Context: an optimization exercise on an open-source flow, tuned for small area, a short achievable clock period and few clock cycles per item. The choices shown serve that exercise and are no tape-out recipe.
Only simulation tests tie the RTL to the original design; equivalence was not proved.

### design/flow/design.v
package flcu_pkg;
	localparam int ANGLE_BITS      = 24;
	localparam int VEC_FRAC_BITS   = 14;
	localparam int QUARTER_BITS    = ANGLE_BITS - 2;
	localparam int VEC_W           = VEC_FRAC_BITS + 3;
	localparam int MUL_A_W         = (VEC_W > 18) ? VEC_W : 18;
	localparam int MUL_B_W         = 34;
	localparam int MUL_P_W         = MUL_A_W + MUL_B_W;
	localparam int DELTA_W         = 36;
	localparam int CFG_IDX_W       = 8;
	localparam int CFG_DATA_W      = 20;
	localparam int IN_W            = 48;
	localparam int OUT_W           = 192;
	localparam logic [CFG_IDX_W-1:0] REG_TURN_SPEED = 8'd0;
	localparam logic [CFG_IDX_W-1:0] REG_MOVE_SPEED = 8'd1;
	localparam logic [1:0] KEY_FORWARD = 2'd0;
	localparam logic [1:0] KEY_LEFT    = 2'd1;
	localparam logic [1:0] KEY_BACK    = 2'd2;
	localparam logic [1:0] KEY_RIGHT   = 2'd3;
	localparam logic [1:0] SEL_SIN_YAW   = 2'd0;
	localparam logic [1:0] SEL_COS_YAW   = 2'd1;
	localparam logic [1:0] SEL_SIN_PITCH = 2'd2;
	localparam logic [1:0] SEL_COS_PITCH = 2'd3;
	localparam logic [ANGLE_BITS-1:0] YAW_RESET = ANGLE_BITS'(3) << QUARTER_BITS;
	localparam logic [ANGLE_BITS-1:0] QUARTER   = ANGLE_BITS'(1) << QUARTER_BITS;
	localparam int SIN_RSH  = (VEC_FRAC_BITS < 16) ? 16 - VEC_FRAC_BITS : 0;
	localparam int SIN_LSH  = (VEC_FRAC_BITS > 16) ? VEC_FRAC_BITS - 16 : 0;
	localparam int SIN_HALF = (VEC_FRAC_BITS < 16) ? (1 << (15 - VEC_FRAC_BITS)) : 0;
	localparam int X_RSH    = (QUARTER_BITS >= 16) ? QUARTER_BITS - 16 : 0;
	localparam int X_LSH    = (QUARTER_BITS >= 16) ? 0 : 16 - QUARTER_BITS;
	typedef enum logic [1:0] {
		ST_IDLE,
		ST_ISSUE,
		ST_WB,
		ST_DONE
	} state_t;
	typedef enum logic [4:0] {
		OP_YAW,
		OP_PITCH,
		OP_SIN_SQ,
		OP_SIN_C1,
		OP_SIN_C2,
		OP_SIN_R,
		OP_FX,
		OP_FZ,
		OP_UX,
		OP_UZ,
		OP_UY_A,
		OP_UY_B,
		OP_STEP,
		OP_D_FX,
		OP_D_FY,
		OP_D_FZ,
		OP_D_RX,
		OP_D_RZ,
		OP_MOVE
	} op_t;
	typedef struct packed {
		op_t        op;
		logic [1:0] sel;
		logic [1:0] mv;
		logic       issue;
		logic       wb;
		logic       load_out;
	} ctl_t;
	function automatic logic [17:0] sine_arg(input logic [ANGLE_BITS-1:0] a);
		logic [QUARTER_BITS+16:0] wide;
		logic [16:0] x;
		wide = {17'b0, a[QUARTER_BITS-1:0]};
		x = 17'((wide << X_LSH) >> X_RSH);
		if (a[QUARTER_BITS])
			x = 17'h10000 - x;
		sine_arg = {a[ANGLE_BITS-1], x};
	endfunction
	function automatic logic signed [VEC_W-1:0] sine_mag(input logic [18:0] r, input logic neg);
		logic [23:0] m;
		logic signed [VEC_W-1:0] v;
		m = ((24'(r) + 24'(SIN_HALF)) >> SIN_RSH) << SIN_LSH;
		v = VEC_W'($signed({1'b0, m}));
		sine_mag = neg ? -v : v;
	endfunction
	function automatic logic signed [MUL_P_W-1:0] rnd_vec(input logic signed [MUL_P_W-1:0] v);
		logic signed [MUL_P_W-1:0] half;
		half = MUL_P_W'(1) << (VEC_FRAC_BITS - 1);
		rnd_vec = (v + half) >>> VEC_FRAC_BITS;
	endfunction
	function automatic logic signed [31:0] sat_add(input logic signed [31:0] p,
		input logic signed [DELTA_W-1:0] d);
		logic signed [DELTA_W:0] s, hi, lo;
		hi = $signed({{(DELTA_W-30){1'b0}}, 31'h7FFFFFFF});
		lo = -$signed({{(DELTA_W-31){1'b0}}, 32'h80000000});
		s = $signed({{(DELTA_W-31){p[31]}}, p}) + $signed({d[DELTA_W-1], d});
		if (s > hi)
			sat_add = 32'sh7FFFFFFF;
		else if (s < lo)
			sat_add = 32'sh80000000;
		else
			sat_add = 32'(s);
	endfunction
endpackage
module flcu_mul (
	input  logic                      clk,
	input  logic                      en,
	input  logic signed [flcu_pkg::MUL_A_W-1:0] a,
	input  logic signed [flcu_pkg::MUL_B_W-1:0] b,
	output logic signed [flcu_pkg::MUL_P_W-1:0] p_q
);
	always_ff @(posedge clk) begin
		if (en)
			p_q <= flcu_pkg::MUL_P_W'(a) * flcu_pkg::MUL_P_W'(b);
	end
endmodule
module flcu_ctrl (
	input  logic clk,
	input  logic arst_n,
	input  logic start,
	input  logic out_free,
	output logic ready,
	output flcu_pkg::ctl_t ctl
);
	flcu_pkg::state_t     state_q, state_d;
	flcu_pkg::op_t        op_q, op_d;
	logic [1:0] sel_q, sel_d;
	logic [1:0] mv_q, mv_d;
	always_ff @(posedge clk or negedge arst_n) begin
		if (!arst_n) begin
			state_q <= flcu_pkg::ST_IDLE;
			op_q    <= flcu_pkg::OP_YAW;
			sel_q   <= 2'd0;
			mv_q    <= 2'd0;
		end else begin
			state_q <= state_d;
			op_q    <= op_d;
			sel_q   <= sel_d;
			mv_q    <= mv_d;
		end
	end
	always_comb begin
		state_d      = state_q;
		op_d         = op_q;
		sel_d        = sel_q;
		mv_d         = mv_q;
		ctl.op       = op_q;
		ctl.sel      = sel_q;
		ctl.mv       = mv_q;
		ctl.issue    = 1'b0;
		ctl.wb       = 1'b0;
		ctl.load_out = 1'b0;
		ready        = 1'b0;
		unique case (state_q)
			flcu_pkg::ST_IDLE: begin
				ready = 1'b1;
				if (start) begin
					state_d = flcu_pkg::ST_ISSUE;
					op_d    = flcu_pkg::OP_YAW;
					sel_d   = 2'd0;
					mv_d    = 2'd0;
				end
			end
			flcu_pkg::ST_ISSUE: begin
				ctl.issue = 1'b1;
				state_d   = flcu_pkg::ST_WB;
			end
			flcu_pkg::ST_WB: begin
				ctl.wb  = 1'b1;
				state_d = flcu_pkg::ST_ISSUE;
				case (op_q)
					flcu_pkg::OP_SIN_R: begin
						if (sel_q == flcu_pkg::SEL_COS_PITCH) begin
							op_d  = flcu_pkg::OP_FX;
							sel_d = 2'd0;
						end else begin
							op_d  = flcu_pkg::OP_SIN_SQ;
							sel_d = sel_q + 2'd1;
						end
					end
					flcu_pkg::OP_MOVE: begin
						if (mv_q == flcu_pkg::KEY_RIGHT)
							state_d = flcu_pkg::ST_DONE;
						else
							mv_d = mv_q + 2'd1;
					end
					default: op_d = flcu_pkg::op_t'(op_q + 5'd1);
				endcase
			end
			flcu_pkg::ST_DONE: begin
				if (out_free) begin
					ctl.load_out = 1'b1;
					state_d      = flcu_pkg::ST_IDLE;
				end
			end
		endcase
	end
endmodule
module free_look_camera_update (
	input  logic                  clk,
	input  logic                  arst_n,
	input  logic                  s_axis_tvalid,
	output logic                  s_axis_tready,
	input  logic [flcu_pkg::IN_W-1:0]       s_axis_tdata,
	output logic                  m_axis_tvalid,
	input  logic                  m_axis_tready,
	output logic [flcu_pkg::OUT_W-1:0]      m_axis_tdata,
	input  logic                  cfg_valid,
	output logic                  cfg_ready,
	input  logic [flcu_pkg::CFG_IDX_W-1:0]  cfg_index,
	input  logic [flcu_pkg::CFG_DATA_W-1:0] cfg_data
);
	flcu_pkg::ctl_t ctl;
	logic start, out_free, out_valid_q;
	logic signed [11:0] dx_q, dy_q;
	logic [15:0]        et_q;
	logic [3:0]         keys_q;
	logic [19:0] ts_q;
	logic [15:0] ms_q;
	logic [flcu_pkg::ANGLE_BITS-1:0] yaw_q, pitch_q;
	logic signed [31:0]    pos_x_q, pos_y_q, pos_z_q;
	logic [16:0]                x2_q, t_q;
	logic signed [flcu_pkg::VEC_W-1:0]    sin_q [4];
	logic signed [flcu_pkg::VEC_W-1:0]    fx_q, fz_q, ux_q, uy_q, uz_q;
	logic signed [flcu_pkg::MUL_P_W-1:0]  acc_q;
	logic [31:0]                step_q;
	logic signed [flcu_pkg::DELTA_W-1:0]  d_fx_q, d_fy_q, d_fz_q, d_rx_q, d_rz_q;
	logic signed [flcu_pkg::MUL_A_W-1:0] mul_a;
	logic signed [flcu_pkg::MUL_B_W-1:0] mul_b;
	logic signed [flcu_pkg::MUL_P_W-1:0] prod;
	logic [flcu_pkg::ANGLE_BITS-1:0]   angle;
	logic [17:0]             arg;
	logic signed [flcu_pkg::VEC_W-1:0] sy, cy, sp, cp, rx, rz;
	logic signed [flcu_pkg::DELTA_W-1:0] mv_x, mv_y, mv_z;
	logic                    key;
	assign start     = s_axis_tvalid && s_axis_tready;
	assign out_free  = !out_valid_q || m_axis_tready;
	assign cfg_ready = 1'b1;
	flcu_ctrl u_ctrl (
		.clk      (clk),
		.arst_n   (arst_n),
		.start    (start),
		.out_free (out_free),
		.ready    (s_axis_tready),
		.ctl      (ctl)
	);
	flcu_mul u_mul (
		.clk (clk),
		.en  (ctl.issue),
		.a   (mul_a),
		.b   (mul_b),
		.p_q (prod)
	);
	assign sy = sin_q[flcu_pkg::SEL_SIN_YAW];
	assign cy = sin_q[flcu_pkg::SEL_COS_YAW];
	assign sp = sin_q[flcu_pkg::SEL_SIN_PITCH];
	assign cp = sin_q[flcu_pkg::SEL_COS_PITCH];
	assign rx = cp[flcu_pkg::VEC_W-1] ? sy : -sy;
	assign rz = cp[flcu_pkg::VEC_W-1] ? -cy : cy;
	always_comb begin
		unique case (ctl.sel)
			flcu_pkg::SEL_SIN_YAW:   angle = yaw_q;
			flcu_pkg::SEL_COS_YAW:   angle = yaw_q + flcu_pkg::QUARTER;
			flcu_pkg::SEL_SIN_PITCH: angle = pitch_q;
			flcu_pkg::SEL_COS_PITCH: angle = pitch_q + flcu_pkg::QUARTER;
		endcase
	end
	assign arg = flcu_pkg::sine_arg(angle);
	always_comb begin
		mul_a = '0;
		mul_b = '0;
		case (ctl.op)
			flcu_pkg::OP_YAW: begin
				mul_a = flcu_pkg::MUL_A_W'(dx_q);
				mul_b = flcu_pkg::MUL_B_W'(ts_q);
			end
			flcu_pkg::OP_PITCH: begin
				mul_a = flcu_pkg::MUL_A_W'(dy_q);
				mul_b = flcu_pkg::MUL_B_W'(ts_q);
			end
			flcu_pkg::OP_SIN_SQ: begin
				mul_a = flcu_pkg::MUL_A_W'(arg[16:0]);
				mul_b = flcu_pkg::MUL_B_W'(arg[16:0]);
			end
			flcu_pkg::OP_SIN_C1: begin
				mul_a = flcu_pkg::MUL_A_W'(x2_q);
				mul_b = flcu_pkg::MUL_B_W'(17'd4639);
			end
			flcu_pkg::OP_SIN_C2: begin
				mul_a = flcu_pkg::MUL_A_W'(x2_q);
				mul_b = flcu_pkg::MUL_B_W'(t_q);
			end
			flcu_pkg::OP_SIN_R: begin
				mul_a = flcu_pkg::MUL_A_W'(arg[16:0]);
				mul_b = flcu_pkg::MUL_B_W'(t_q);
			end
			flcu_pkg::OP_FX: begin
				mul_a = flcu_pkg::MUL_A_W'(cy);
				mul_b = flcu_pkg::MUL_B_W'(cp);
			end
			flcu_pkg::OP_FZ: begin
				mul_a = flcu_pkg::MUL_A_W'(sy);
				mul_b = flcu_pkg::MUL_B_W'(cp);
			end
			flcu_pkg::OP_UX: begin
				mul_a = flcu_pkg::MUL_A_W'(rz);
				mul_b = flcu_pkg::MUL_B_W'(sp);
			end
			flcu_pkg::OP_UZ: begin
				mul_a = flcu_pkg::MUL_A_W'(rx);
				mul_b = flcu_pkg::MUL_B_W'(sp);
			end
			flcu_pkg::OP_UY_A: begin
				mul_a = flcu_pkg::MUL_A_W'(rz);
				mul_b = flcu_pkg::MUL_B_W'(fx_q);
			end
			flcu_pkg::OP_UY_B: begin
				mul_a = flcu_pkg::MUL_A_W'(rx);
				mul_b = flcu_pkg::MUL_B_W'(fz_q);
			end
			flcu_pkg::OP_STEP: begin
				mul_a = flcu_pkg::MUL_A_W'(ms_q);
				mul_b = flcu_pkg::MUL_B_W'(et_q);
			end
			flcu_pkg::OP_D_FX: begin
				mul_a = flcu_pkg::MUL_A_W'(fx_q);
				mul_b = flcu_pkg::MUL_B_W'(step_q);
			end
			flcu_pkg::OP_D_FY: begin
				mul_a = flcu_pkg::MUL_A_W'(sp);
				mul_b = flcu_pkg::MUL_B_W'(step_q);
			end
			flcu_pkg::OP_D_FZ: begin
				mul_a = flcu_pkg::MUL_A_W'(fz_q);
				mul_b = flcu_pkg::MUL_B_W'(step_q);
			end
			flcu_pkg::OP_D_RX: begin
				mul_a = flcu_pkg::MUL_A_W'(rx);
				mul_b = flcu_pkg::MUL_B_W'(step_q);
			end
			flcu_pkg::OP_D_RZ: begin
				mul_a = flcu_pkg::MUL_A_W'(rz);
				mul_b = flcu_pkg::MUL_B_W'(step_q);
			end
			default: begin
				mul_a = '0;
				mul_b = '0;
			end
		endcase
	end
	always_comb begin
		key  = keys_q[ctl.mv];
		mv_x = '0;
		mv_y = '0;
		mv_z = '0;
		unique case (ctl.mv)
			flcu_pkg::KEY_FORWARD: begin
				mv_x = d_fx_q;
				mv_y = d_fy_q;
				mv_z = d_fz_q;
			end
			flcu_pkg::KEY_LEFT: begin
				mv_x = -d_rx_q;
				mv_z = -d_rz_q;
			end
			flcu_pkg::KEY_BACK: begin
				mv_x = -d_fx_q;
				mv_y = -d_fy_q;
				mv_z = -d_fz_q;
			end
			flcu_pkg::KEY_RIGHT: begin
				mv_x = d_rx_q;
				mv_z = d_rz_q;
			end
		endcase
		if (!key) begin
			mv_x = '0;
			mv_y = '0;
			mv_z = '0;
		end
	end
	always_ff @(posedge clk or negedge arst_n) begin
		if (!arst_n) begin
			ts_q <= 20'd9321;
			ms_q <= 16'd1311;
		end else if (cfg_valid && cfg_ready) begin
			if (cfg_index == flcu_pkg::REG_TURN_SPEED)
				ts_q <= cfg_data[19:0];
			else if (cfg_index == flcu_pkg::REG_MOVE_SPEED)
				ms_q <= cfg_data[15:0];
		end
	end
	always_ff @(posedge clk) begin
		if (start) begin
			dx_q   <= s_axis_tdata[11:0];
			dy_q   <= s_axis_tdata[23:12];
			et_q   <= s_axis_tdata[39:24];
			keys_q <= s_axis_tdata[43:40];
		end
	end
	always_ff @(posedge clk or negedge arst_n) begin
		if (!arst_n) begin
			yaw_q   <= flcu_pkg::YAW_RESET;
			pitch_q <= '0;
			pos_x_q <= '0;
			pos_y_q <= '0;
			pos_z_q <= '0;
		end else if (ctl.wb) begin
			if (ctl.op == flcu_pkg::OP_YAW)
				yaw_q <= yaw_q + prod[flcu_pkg::ANGLE_BITS-1:0];
			if (ctl.op == flcu_pkg::OP_PITCH)
				pitch_q <= pitch_q + prod[flcu_pkg::ANGLE_BITS-1:0];
			if (ctl.op == flcu_pkg::OP_MOVE) begin
				pos_x_q <= flcu_pkg::sat_add(pos_x_q, mv_x);
				pos_y_q <= flcu_pkg::sat_add(pos_y_q, mv_y);
				pos_z_q <= flcu_pkg::sat_add(pos_z_q, mv_z);
			end
		end
	end
	always_ff @(posedge clk) begin
		if (ctl.wb) begin
			case (ctl.op)
				flcu_pkg::OP_SIN_SQ: x2_q <= prod[32:16];
				flcu_pkg::OP_SIN_C1: t_q  <= 17'd42047 - prod[32:16];
				flcu_pkg::OP_SIN_C2: t_q  <= 17'd102944 - prod[32:16];
				flcu_pkg::OP_SIN_R:  sin_q[ctl.sel] <= flcu_pkg::sine_mag(prod[34:16], arg[17]);
				flcu_pkg::OP_FX:     fx_q <= flcu_pkg::VEC_W'(flcu_pkg::rnd_vec(prod));
				flcu_pkg::OP_FZ:     fz_q <= flcu_pkg::VEC_W'(flcu_pkg::rnd_vec(prod));
				flcu_pkg::OP_UX:     ux_q <= flcu_pkg::VEC_W'(-flcu_pkg::rnd_vec(prod));
				flcu_pkg::OP_UZ:     uz_q <= flcu_pkg::VEC_W'(flcu_pkg::rnd_vec(prod));
				flcu_pkg::OP_UY_A:   acc_q <= prod;
				flcu_pkg::OP_UY_B:   uy_q <= flcu_pkg::VEC_W'(flcu_pkg::rnd_vec(acc_q - prod));
				flcu_pkg::OP_STEP:   step_q <= prod[31:0];
				flcu_pkg::OP_D_FX:   d_fx_q <= flcu_pkg::DELTA_W'(flcu_pkg::rnd_vec(prod));
				flcu_pkg::OP_D_FY:   d_fy_q <= flcu_pkg::DELTA_W'(flcu_pkg::rnd_vec(prod));
				flcu_pkg::OP_D_FZ:   d_fz_q <= flcu_pkg::DELTA_W'(flcu_pkg::rnd_vec(prod));
				flcu_pkg::OP_D_RX:   d_rx_q <= flcu_pkg::DELTA_W'(flcu_pkg::rnd_vec(prod));
				flcu_pkg::OP_D_RZ:   d_rz_q <= flcu_pkg::DELTA_W'(flcu_pkg::rnd_vec(prod));
				default: ;
			endcase
		end
	end
	always_ff @(posedge clk or negedge arst_n) begin
		if (!arst_n)
			out_valid_q <= 1'b0;
		else if (ctl.load_out)
			out_valid_q <= 1'b1;
		else if (m_axis_tready)
			out_valid_q <= 1'b0;
	end
	always_ff @(posedge clk) begin
		if (ctl.load_out)
			m_axis_tdata <= {16'(uz_q), 16'(uy_q), 16'(ux_q),
				16'(fz_q), 16'(sp), 16'(fx_q), pos_z_q, pos_y_q, pos_x_q};
	end
	assign m_axis_tvalid = out_valid_q;
endmodule
### design/flow/run.sh
#!/bin/bash
# synth_recipe.tcl (not shown) runs the flow's synth.tcl, then flattens the netlist and writes it again
# the make line also repeats each setting of config.mk as NAME=value (left out here)
make -C /OpenROAD-flow-scripts/flow DESIGN_CONFIG=/design/flow/config.mk WORK_HOME=/design/flow/orfs CLKGATE_MAP_FILE= SYNTH_SCRIPT=/design/flow/synth_recipe.tcl finish
### design/flow/config.mk
export PLATFORM = sky130hd
export DESIGN_NAME = free_look_camera_update
export DESIGN_NICKNAME = free_look_camera_update
export VERILOG_FILES = /design/flow/design.v
export SDC_FILE = /design/flow/constraint.sdc
export NUM_CORES = 4
export LEC_CHECK = 0
export CAP_MARGIN = 20
export CORE_MARGIN = 2
export CORE_UTILIZATION = 40
export SLEW_MARGIN = 20
### design/flow/constraint.sdc
create_clock -name core_clock -period 12.0 [get_ports {clk}]
set_input_delay 2.4000 -clock core_clock [delete_from_list [all_inputs] [get_ports {clk}]]
set_output_delay 2.4000 -clock core_clock [all_outputs]
set_load 0.01 [all_outputs]
==> flow_summary.json <==
{
  "reg2reg_from": "u_ctrl.op_q[0]",
  "yosys_warnings": 3,
  "synth_ff_type": "edfxtp_1",
  "grt_max_degree": 121,
  "arrival_ns": 11.43,
  "cts_tree": "done",
  "reg2reg_depth": 33,
  "synth.area.top_cells": "edfxtp_1 31%, fa_1 17%, ha_1 6.6%, dfrtp_1 6.5%, inv_1 4.6%",
  "ant_nets": 0,
  "syn_avg_cell_area_sq_um": 10.06,
  "syn_to_final_growth_pct": 13.55,
  "post-route-min-period_ns": 10.82,
  "dr.pass1.iters": 6,
  "finalHoldViolCount": 0,
  "status": "complete, no violations",
  "path_max_fanout": 30,
  "cts_num_sinks": 904,
  "min_path_type": "flip-flop to flip-flop",
  "fmax_mhz": 92.46,
  "cts_root_buf": "clkbuf_16",
  "wl_per_cell_um": 23.09,
  "regToRegEndpoint": "u_mul.p_q[48]",
  "critPathLaunchType": "flip-flop",
  "wirelength_mm": 217.2,
  "drc": 0,
  "synthCells": 6823,
  "hold-worst-slack_ns": 0.4032,
  "endpoint_kind": "flip-flop",
  "grt_use_met2_pct": 40.80,
  "synthTopCellsByCount": "839 x inv_1, 723 x nand2_1, 723 x nor2_1",
  "syn_nets": 7833,
  "cts_setup_buffers": 0,
  "core_area_sq_um": 171000,
  "clk_latency_ns": 0.76,
  "placementRows": 152,
  "die_y_um": 418.2,
  "skew_ns": 0.06731,
  "yosysTopAreaCell": "edfxtp_1",
  "grt_pass1_wl_mm": 325.8,
  "synth-seq-cells": 904,
  "grt_use_met3_pct": 4.291,
  "die_x_um": 418.2,
  "rrSetupSlack_ns": 1.18,
  "htreeDepth": 3,
  "dp_slack_ns": 1.113,
  "ctsResizeCount": 0,
  "setup_viol_count_final": 0,
  "portBuffers": 270,
  "setup_tns_ns": 0,
  "overflow": 0,
  "synth-async-reset-ratio_pct": 21.24,
  "seq_area_frac_synth_pct": 38.18,
  "hold_depth": 0,
  "pin_count": 276,
  "via_per_inst": 5.561,
  "netlist_area_sq_um": 68630,
  "hp-start": "uy_q[0]",
  "route.vias.total": 52300,
  "max_stage_delay_ns": 0.79,
  "rsz0062_at_grt": "false",
  "cp_slowest_cell": "a221oi_1",
  "clk_path_buf_depth": 3,
  "layout.nets": 8086,
  "dp_cells": 9205,
  "final_layout_size_suffix_gt1_share_pct": 6.698,
  "antenna_found_initial": 9,
  "drt_iter0_drc": 4996,
  "gr-usage-met1_pct": 30.72,
  "dp_hpwl_mm": 166.9,
  "ys_types": 96,
  "synth_edf_count": 712,
  "holdBufCountCts": 0,
  "crit_top_cell": "fa_1",
  "cts_made_buffers": 102,
  "clkSlewWorstSetupHoldPaths_ns": 0.06,
  "maxCapViolations": 0,
  "holdPathEnd": "m_axis_tdata[160]",
  "initial_utilization_pct": 40.14,
  "worst_pin_slew_ns": 1.130,
  "die-area_sq_um": 174900,
  "grt_pass1_vias": 52660,
  "gp_congestion": 0.9509,
  "period_share_pct": 90.13,
  "required_ns": 12.62,
  "busiest_layer": "met2",
  "yosysMostFrequentCell": "inv_1",
  "criticalPathCategory": "flip-flop to flip-flop",
  "finalNonFillerCells": 9405,
  "synth.top_cell.area_share_pct": 31.15,
  "drv_slew": 0,
  "setup_ws_ns": 1.185,
  "globalRouteTotalUtil_pct": 24.70,
  "maxSlewHeadroom_pct": 24.10
}
how the worst max path moves through the flow:
stage | cells past startpoint | startpoint | to | slack [ns]
after global placement | 31 | u_ctrl.op_q[0] | u_mul.p_q[49] | 1.12
after floorplan | 2 | m_axis_tready | m_axis_tdata[0] | 0.24
final | 33 | u_ctrl.op_q[0] | u_mul.p_q[48] | 1.18
after detailed placement | 32 | u_ctrl.sel_q[0] | u_mul.p_q[49] | 1.11
after global routing | 33 | u_ctrl.sel_q[0] | u_mul.p_q[49] | 0.79
after CTS | 32 | u_ctrl.sel_q[0] | u_mul.p_q[49] | 1.13
routing by layer:
metal  part of all wire (%)  routed length [um]
met3                    7.0               15200
met2                     47              102600
met1                     40               85820
met4                    6.2               13510
met5                      0                   0
worst max-delay path: cells and delay by family (launching register included):
kind                       cells  cell delay, ns
buffers and inverters          7            1.21
and+or+nand+nor                6            1.30
adders and majority gates      8            3.69
AOI/OAI and AO/OA             12            4.02
DFF                            1            0.44
logic make-up after synthesis:
group / count (synthesis) / share of synthesized area, %
AO/OA/AOI/OAI: 1302 / 12.44
XOR/XNOR: 395 / 5.041
adder cells (fa/ha/maj): 929 / 23.15
buffers and inverters: 1102 / 6.054
flip-flops: 904 / 38.18
multiplexers: 67 / 1.057
other: 1 / 0.005464
AND/OR/NAND/NOR: 2123 / 14.07
area by class of cell:
class | instances | area (sq um)
fillers | 15930 | 93040
multi-input cells | 4817 | 38640
flip-flops and latches | 904 | 26200
repair buffers | 405 | 3762
inverters | 846 | 3176
clock buffers | 141 | 2821
well taps | 2233 | 2794
clock inverters | 53 | 520.5
diodes | 6 | 15.01
state kept, by name, summed over array words and instances (netlist names), 20 cells and up:
register,count
acc_q,30
d_fx_q,36
d_fy_q,36
d_fz_q,36
d_rx_q,36
d_rz_q,36
m_axis_tdata,192
pitch_q,24
pos_x_q,32
pos_y_q,32
pos_z_q,32
sin_q,68
step_q,32
ts_q,20
u_mul.p_q,50
yaw_q,24
through the flow:
stage	cell area (sq um)	utilization (%)
after CTS	77900	45.56
after global placement	74510	43.58
after floorplan	68630	-
after global routing	77920	45.57
after detailed placement	74560	43.61
final	77930	45.58
cells in the final DEF, fill, tap and decap left out, drive strengths merged, types with 34 or more instances in the layout:
master           n
nand2b          67
a221oi          60
dfrtp          177
clkbuf         141
or3             55
nand2          723
and3            58
a31oi           38
o21a            35
or2             34
edfxtp         712
nand4           37
nor2b           57
nor3           119
buf            136
clkdlybuf4s50  269
nor2           724
mux2            44
xnor2          285
a211oi          55
fa             568
a22oi           85
nand3           95
a21o           102
clkinv          41
o21ai          295
ha             361
xor2           110
nor4            38
a21oi          355
inv            845
Testbench counts, summed over its fixed seeds: cycles 26,888, frames 384.

-- re-timing with driven ports --
Ports are ideal in the flow. The routed layout listed here was re-timed in OpenROAD. Step 1 sets driving cells, clkbuf_16 on the clock port and buf_2 on the other inputs (assumed; they add their load-dependent delay and slew). Step 2 also shifts input and output timing later by t, the mid clock arrival at the registers, as if the neighbouring blocks saw the same clock. Slacks: ideal ports / drivers / drivers and shift; pairs: ideal ports / drivers.
shift t [ns]: 0.809
setup WS [ns]: 1.185 / 1.185 / 1.185
clock arrival spread, ns: 0.068 / 0.067
After both steps this run still meets setup and hold. For this run, drivers alone change the setup slack by 0.000 ns; drivers and shift together by 0.000 ns.
